This design comes from an exercise in tuning for small area on the open sky130 flow, not from production work.
In this exercise RTL edits were held to simulation tests only and were not proved equivalent to the original.
The flow treats the clock pin as an ideal source. Dropping or thinning the clock tree relies on that and would not hold on a real chip.
Power figures rest on the tool's default switching activity, not on a simulated workload.

// processor
module processor #(
    parameter logic [31:0] RESET_PC = '0
) (
    input  logic        clock,
    input  logic        rst_n,
    output logic [31:0] address_imem,
    input  logic [31:0] q_imem,
    output logic [31:0] address_dmem,
    output logic [31:0] data,
    output logic        wren,
    input  logic [31:0] q_dmem,
    output logic        ctrl_write_enable,
    output logic [4:0]  ctrl_write_reg,
    output logic [4:0]  ctrl_read_reg_a,
    output logic [4:0]  ctrl_read_reg_b,
    output logic [31:0] data_write_reg,
    input  logic [31:0] data_read_reg_a,
    input  logic [31:0] data_read_reg_b
);
Settings: LEC_CHECK=0, ABC_AREA=1, CAP_MARGIN=20, CORE_MARGIN=2, CORE_UTILIZATION=40, SLEW_MARGIN=20; clock period 9.0 ns.
standard.sh (not shown) runs the stock make flow with config.mk's settings and CLKGATE_MAP_FILE= SYNTH_SCRIPT=/design/flow/synth_recipe.tcl, a recipe that flattens the netlist after the stock synthesis.
==> flow/flow/run.sh <==
#!/bin/bash
# The standard layout (standard.sh) with these changes:
#  - synthesis maps with an area-oriented ABC script (abc_area.script here,
#    used with ABC_AREA 1 from config.mk) instead of ORFS's own, and leaves
#    adders to ABC too (no ADDER_MAP_FILE, so no fa/ha cells are extracted);
#  - every port is buffered by the smallest buffer (buf_1);
#  - after CTS, clock_tree.tcl replaces the clock tree by three clkbuf_16
#    fed by the clock port, each driving the flip-flops of a third of the core.
# Each tool's output is in orfs/logs; make's own output is in standard.log.
set -euo pipefail
here=$(pwd)
rm -rf "$here/scripts_custom"
cp -r "$FLOW_HOME/scripts" "$here/scripts_custom"
cp "$here/flow/abc_area.script" "$here/scripts_custom/abc_area.script"
export BUFFER_PORTS_ARGS="-buffer_cell sky130_fd_sc_hd__buf_1"
export CTS_ARGS="-sink_clustering_enable -repair_clock_nets -dont_use_dummy_load -buf_list sky130_fd_sc_hd__clkbuf_8"
export POST_CTS_TCL="$here/flow/clock_tree.tcl"
export FLOW_NCLK=3 FLOW_NY=1 FLOW_CLKBUF=sky130_fd_sc_hd__clkbuf_16
bash standard.sh SCRIPTS_DIR="$here/scripts_custom" ADDER_MAP_FILE= finish > standard.log 2>&1
==> flow/flow/abc_area.script <==
strash
&get -n
&deepsyn -T 30
&put
strash
dch
amap
strash
dch
amap
strash
dch
amap
strash
dch
amap
topo
Other scripts of this flow, unchanged in this note and not shown: flow/flow/clock_tree.tcl
The baseline completed without violations.
Change:
--- a/flow/flow/run.sh
+++ b/flow/flow/run.sh
@@ -5,4 +5,6 @@
 #    adders to ABC too (no ADDER_MAP_FILE, so no fa/ha cells are extracted);
 #  - every port is buffered by the smallest buffer (buf_1);
+#  - timing-driven global placement keeps none of its trial resizing
+#    (GPL_KEEP_OVERFLOW 0), which otherwise leaves extra buffers;
 #  - after CTS, clock_tree.tcl replaces the clock tree by three clkbuf_16
 #    fed by the clock port, each driving the flip-flops of a third of the core.
@@ -15,4 +17,5 @@
 export BUFFER_PORTS_ARGS="-buffer_cell sky130_fd_sc_hd__buf_1"
 export CTS_ARGS="-sink_clustering_enable -repair_clock_nets -dont_use_dummy_load -buf_list sky130_fd_sc_hd__clkbuf_8"
+export GPL_KEEP_OVERFLOW=0
 export POST_CTS_TCL="$here/flow/clock_tree.tcl"
 export FLOW_NCLK=3 FLOW_NY=1 FLOW_CLKBUF=sky130_fd_sc_hd__clkbuf_16
==> flow/flow/abc_area.script (replaced) <==
strash
&get -n
&deepsyn -T 30
&put
dch
amap
topo
Result:
- The changed run finished with timing, DRC and antenna clean
- total power increases by 0.72%
- via count increases by 2.5%
- fmax decreases by about 6.5%
- die area increases by about 0.7%
- routed wire length increases by 8.4%
- setup slack got worse by 0.54 ns
- clock power increases by about 3%
- sequential power increases by about 2%
- core utilization increases by 0.62 points
Change:
--- a/flow/flow/run.sh
+++ b/flow/flow/run.sh
@@ -5,6 +5,4 @@
 #    adders to ABC too (no ADDER_MAP_FILE, so no fa/ha cells are extracted);
 #  - every port is buffered by the smallest buffer (buf_1);
-#  - timing-driven global placement keeps none of its trial resizing
-#    (GPL_KEEP_OVERFLOW 0), which otherwise leaves extra buffers;
 #  - after CTS, clock_tree.tcl replaces the clock tree by three clkbuf_16
 #    fed by the clock port, each driving the flip-flops of a third of the core.
@@ -17,5 +15,5 @@
 export BUFFER_PORTS_ARGS="-buffer_cell sky130_fd_sc_hd__buf_1"
 export CTS_ARGS="-sink_clustering_enable -repair_clock_nets -dont_use_dummy_load -buf_list sky130_fd_sc_hd__clkbuf_8"
-export GPL_KEEP_OVERFLOW=0
+export PRE_GLOBAL_PLACE_TCL="$here/flow/pre_gpl.tcl"
 export POST_CTS_TCL="$here/flow/clock_tree.tcl"
 export FLOW_NCLK=3 FLOW_NY=1 FLOW_CLKBUF=sky130_fd_sc_hd__clkbuf_16
==> flow/flow/abc_area.script (replaced) <==
strash
&get -n
&deepsyn -T 30
&put
strash
dch
amap
strash
dch
amap
strash
dch
amap
strash
dch
amap
topo
==> flow/flow/pre_gpl.tcl (new file) <==
# Global placement runs without timing-driven mode; remove synthesis's
# buffers here as the timing-driven mode would have.
remove_buffers
--- a/flow/config.mk
+++ b/flow/config.mk
@@ -9,4 +9,5 @@
 export CAP_MARGIN = 20
 export CORE_MARGIN = 2
-export CORE_UTILIZATION = 40
+export CORE_UTILIZATION = 55
+export GPL_TIMING_DRIVEN = 0
 export SLEW_MARGIN = 20
Outcome:
- The new run ran to the end with no violations
- flip-flop and latch count stays the same
- cell count fell by 5.4%
- maximum frequency fell by 2.2%
Change:
--- a/flow/flow/run.sh
+++ b/flow/flow/run.sh
@@ -15,5 +15,4 @@
 export BUFFER_PORTS_ARGS="-buffer_cell sky130_fd_sc_hd__buf_1"
 export CTS_ARGS="-sink_clustering_enable -repair_clock_nets -dont_use_dummy_load -buf_list sky130_fd_sc_hd__clkbuf_8"
-export PRE_GLOBAL_PLACE_TCL="$here/flow/pre_gpl.tcl"
 export POST_CTS_TCL="$here/flow/clock_tree.tcl"
 export FLOW_NCLK=3 FLOW_NY=1 FLOW_CLKBUF=sky130_fd_sc_hd__clkbuf_16
==> flow/flow/abc_area.script (replaced) <==
strash
&get -n
&deepsyn -T 30
&put
dch
amap
topo
--- a/flow/config.mk
+++ b/flow/config.mk
@@ -9,5 +9,4 @@
 export CAP_MARGIN = 20
 export CORE_MARGIN = 2
-export CORE_UTILIZATION = 55
-export GPL_TIMING_DRIVEN = 0
+export CORE_UTILIZATION = 40
 export SLEW_MARGIN = 20
removed: flow/flow/pre_gpl.tcl
Worst setup slack gains 0.53 ns. Design area is higher slightly. Fmax is higher by a few percent. Global-route usage is lower by 5.3 points. Area after synthesis is higher slightly.
In every run of this note, the design's own scripts or RTL, not TritonCTS, make the clock network.

========
== JK ==
processor again, from the RTL that the note above started with.
==> flow/config.mk <==
export PLATFORM = sky130hd
export DESIGN_NAME = processor
export DESIGN_NICKNAME = processor
export VERILOG_FILES = /design/flow/design.v
export SDC_FILE = /design/flow/constraint.sdc
export NUM_CORES = 4
export LEC_CHECK = 0
export ABC_AREA = 1
export CAP_MARGIN = 20
export CORE_MARGIN = 2
export CORE_UTILIZATION = 50
export SLEW_MARGIN = 20
==> flow/constraint.sdc <==
create_clock -name core_clock -period 9.0 [get_ports {clock}]
set_input_delay 1.8000 -clock core_clock [delete_from_list [all_inputs] [get_ports {clock}]]
set_output_delay 1.8000 -clock core_clock [all_outputs]
set_load 0.01 [all_outputs]
==> flow/flow/run.sh <==
#!/bin/bash
# The standard layout (standard.sh) with these changes:
#  - synthesis maps with an area-oriented ABC script (abc_area.script here,
#    used with ABC_AREA 1 from config.mk) instead of ORFS's own, and leaves
#    adders to ABC too (no ADDER_MAP_FILE, so no fa/ha cells are extracted);
#  - every port is buffered by the smallest buffer (buf_1);
#  - timing-driven global placement keeps none of its trial resizing
#    (GPL_KEEP_OVERFLOW 0), which otherwise leaves extra buffers;
#  - after CTS, clock_tree.tcl replaces the clock tree by three clkbuf_16
#    fed by the clock port, each driving the flip-flops of a third of the core.
# Each tool's output is in orfs/logs; make's own output is in standard.log.
set -euo pipefail
here=$(pwd)
rm -rf "$here/scripts_custom"
cp -r "$FLOW_HOME/scripts" "$here/scripts_custom"
cp "$here/flow/abc_area.script" "$here/scripts_custom/abc_area.script"
export BUFFER_PORTS_ARGS="-buffer_cell sky130_fd_sc_hd__buf_1"
export CTS_ARGS="-sink_clustering_enable -repair_clock_nets -dont_use_dummy_load -buf_list sky130_fd_sc_hd__clkbuf_8"
export GPL_KEEP_OVERFLOW=0
export POST_CTS_TCL="$here/flow/clock_tree.tcl"
export FLOW_NCLK=3 FLOW_NY=1 FLOW_CLKBUF=sky130_fd_sc_hd__clkbuf_16
bash standard.sh SCRIPTS_DIR="$here/scripts_custom" ADDER_MAP_FILE= finish > standard.log 2>&1
==> flow/flow/abc_area.script <==
strash
&get -n
&deepsyn -T 30
&put
dch
amap
topo
Other scripts of this flow, unchanged in this note and not shown: flow/flow/clock_tree.tcl
## Diff of input files: MS against JK
- GPL_TIMING_DRIVEN: unset -> 0
- CORE_UTILIZATION: 50 -> 40
==> flow/flow/run.sh <==
#!/bin/bash
# The standard layout (standard.sh) with these changes:
#  - synthesis maps with an area-oriented ABC script (abc_area.script here,
#    used with ABC_AREA 1 from config.mk) instead of ORFS's own, and leaves
#    adders to ABC too (no ADDER_MAP_FILE, so no fa/ha cells are extracted);
#  - every port is buffered by the smallest buffer (buf_1);
#  - after CTS, clock_tree.tcl replaces the clock tree by three clkbuf_16
#    fed by the clock port, each driving the flip-flops of a third of the core.
# Each tool's output is in orfs/logs; make's own output is in standard.log.
set -euo pipefail
here=$(pwd)
rm -rf "$here/scripts_custom"
cp -r "$FLOW_HOME/scripts" "$here/scripts_custom"
cp "$here/flow/abc_area.script" "$here/scripts_custom/abc_area.script"
export BUFFER_PORTS_ARGS="-buffer_cell sky130_fd_sc_hd__buf_1"
export CTS_ARGS="-sink_clustering_enable -repair_clock_nets -dont_use_dummy_load -buf_list sky130_fd_sc_hd__clkbuf_8"
export PRE_GLOBAL_PLACE_TCL="$here/flow/pre_gpl.tcl"
export POST_CTS_TCL="$here/flow/clock_tree.tcl"
export FLOW_NCLK=3 FLOW_NY=1 FLOW_CLKBUF=sky130_fd_sc_hd__clkbuf_16
bash standard.sh SCRIPTS_DIR="$here/scripts_custom" ADDER_MAP_FILE= finish > standard.log 2>&1
==> flow/flow/abc_area.script <==
strash
&get -n
&deepsyn -T 30
&put
strash
dch
amap
strash
dch
amap
strash
dch
amap
strash
dch
amap
topo
==> flow/flow/pre_gpl.tcl (new file) <==
# Global placement runs without timing-driven mode; remove synthesis's
# buffers here as the timing-driven mode would have.
remove_buffers
Notes after the runs:
- MS | stages: all done | timing, DRC, antenna: all pass
- Higher final worst setup slack goes to MS over JK.
- Min x dimension of the die across MS and JK: JK
- From JK to MS the numbers moved as follows: floorplan core area has increased, routed wire length has decreased.
- Chip height on MS is up relative to JK.
- Compared with JK, net switching power in MS decreased by a few percent.
Input-level comparison between AL and MS:
- swapping 20 for 0 in SLEW_MARGIN
- swapping 20 for 0 in CAP_MARGIN
- The share of the clock period used by the worst path in AL sits 0.40 points below the value recorded for MS.
- Relative to MS, core utilization increased by 0.21 points in AL.
- When AL is measured against MS, its area overhead of the layout relative to synthesis turns out 0.50 points higher.
- Relative to MS, leakage power figure increased by 0.011 nW in AL.
- AL closes out successfully: all stages finished, all timing, DRC and antenna checks passed.
- AL gives more setup slack than MS did.
- Worst hold slack: AL > MS
- There was hardly any difference in switching fraction of total power between MS and AL.
diff inputs: AL => TR
- CAP_MARGIN changed from 0 to 20
- SLEW_MARGIN changed from 0 to 20
Findings:
Changes observed in TR relative to AL: hold slack saw a decrease, portion of total power attributed to combinational logic essentially unchanged, sequential share of layout area was more or less identical.
In every run of this note, the design's own scripts or RTL, not TritonCTS, make the clock network.

what the ideal ports hide:
No port has a modelled driver above. Below, the same layouts with a new extraction and two added sets of constraints. Step 1: set_driving_cell puts a clkbuf_16 on clock and a buf_2 on each other input, an assumption about the parent block. Step 2 also shifts input and output timing later by t, the mid clock arrival at the registers, as if the neighbouring blocks saw the same clock. a / b / c = no drivers / after step 1 / after step 2; a / b = the first two.
| run | t, ns | slack for setup (ns) | worst hold slack (ns) | cell pins on the clock port's net |
|---|---|---|---|---|
| the first run of note 1 | 0.218 | 1.243 / 1.274 / 1.056 | 0.366 / 0.366 / 0.366 | 3 |
| the second run of note 1 | 0.220 | 0.707 / 0.743 / 0.524 | 0.366 / 0.366 / 0.366 | 3 |
| the third run of note 1 | 0.219 | 0.518 / 0.551 / 0.332 | 0.372 / 0.372 / 0.372 | 3 |
| the fourth run of note 1 | 0.218 | 1.045 / 1.074 / 0.856 | 0.365 / 0.365 / 0.365 | 3 |
| JK | 0.220 | 0.737 / 0.772 / 0.552 | 0.362 / 0.362 / 0.362 | 3 |
| MS | 0.217 | 0.748 / 0.781 / 0.564 | 0.365 / 0.365 / 0.365 | 3 |
| AL | 0.218 | 0.784 / 0.817 / 0.599 | 0.372 / 0.372 / 0.372 | 3 |
| TR | 0.217 | 0.748 / 0.781 / 0.564 | 0.365 / 0.365 / 0.365 | 3 |
After both steps every run listed still meets setup and hold. The setup slack of the fourth run of note 1, which loses most, moves by +0.029 ns with the drivers and by -0.189 ns with both steps.
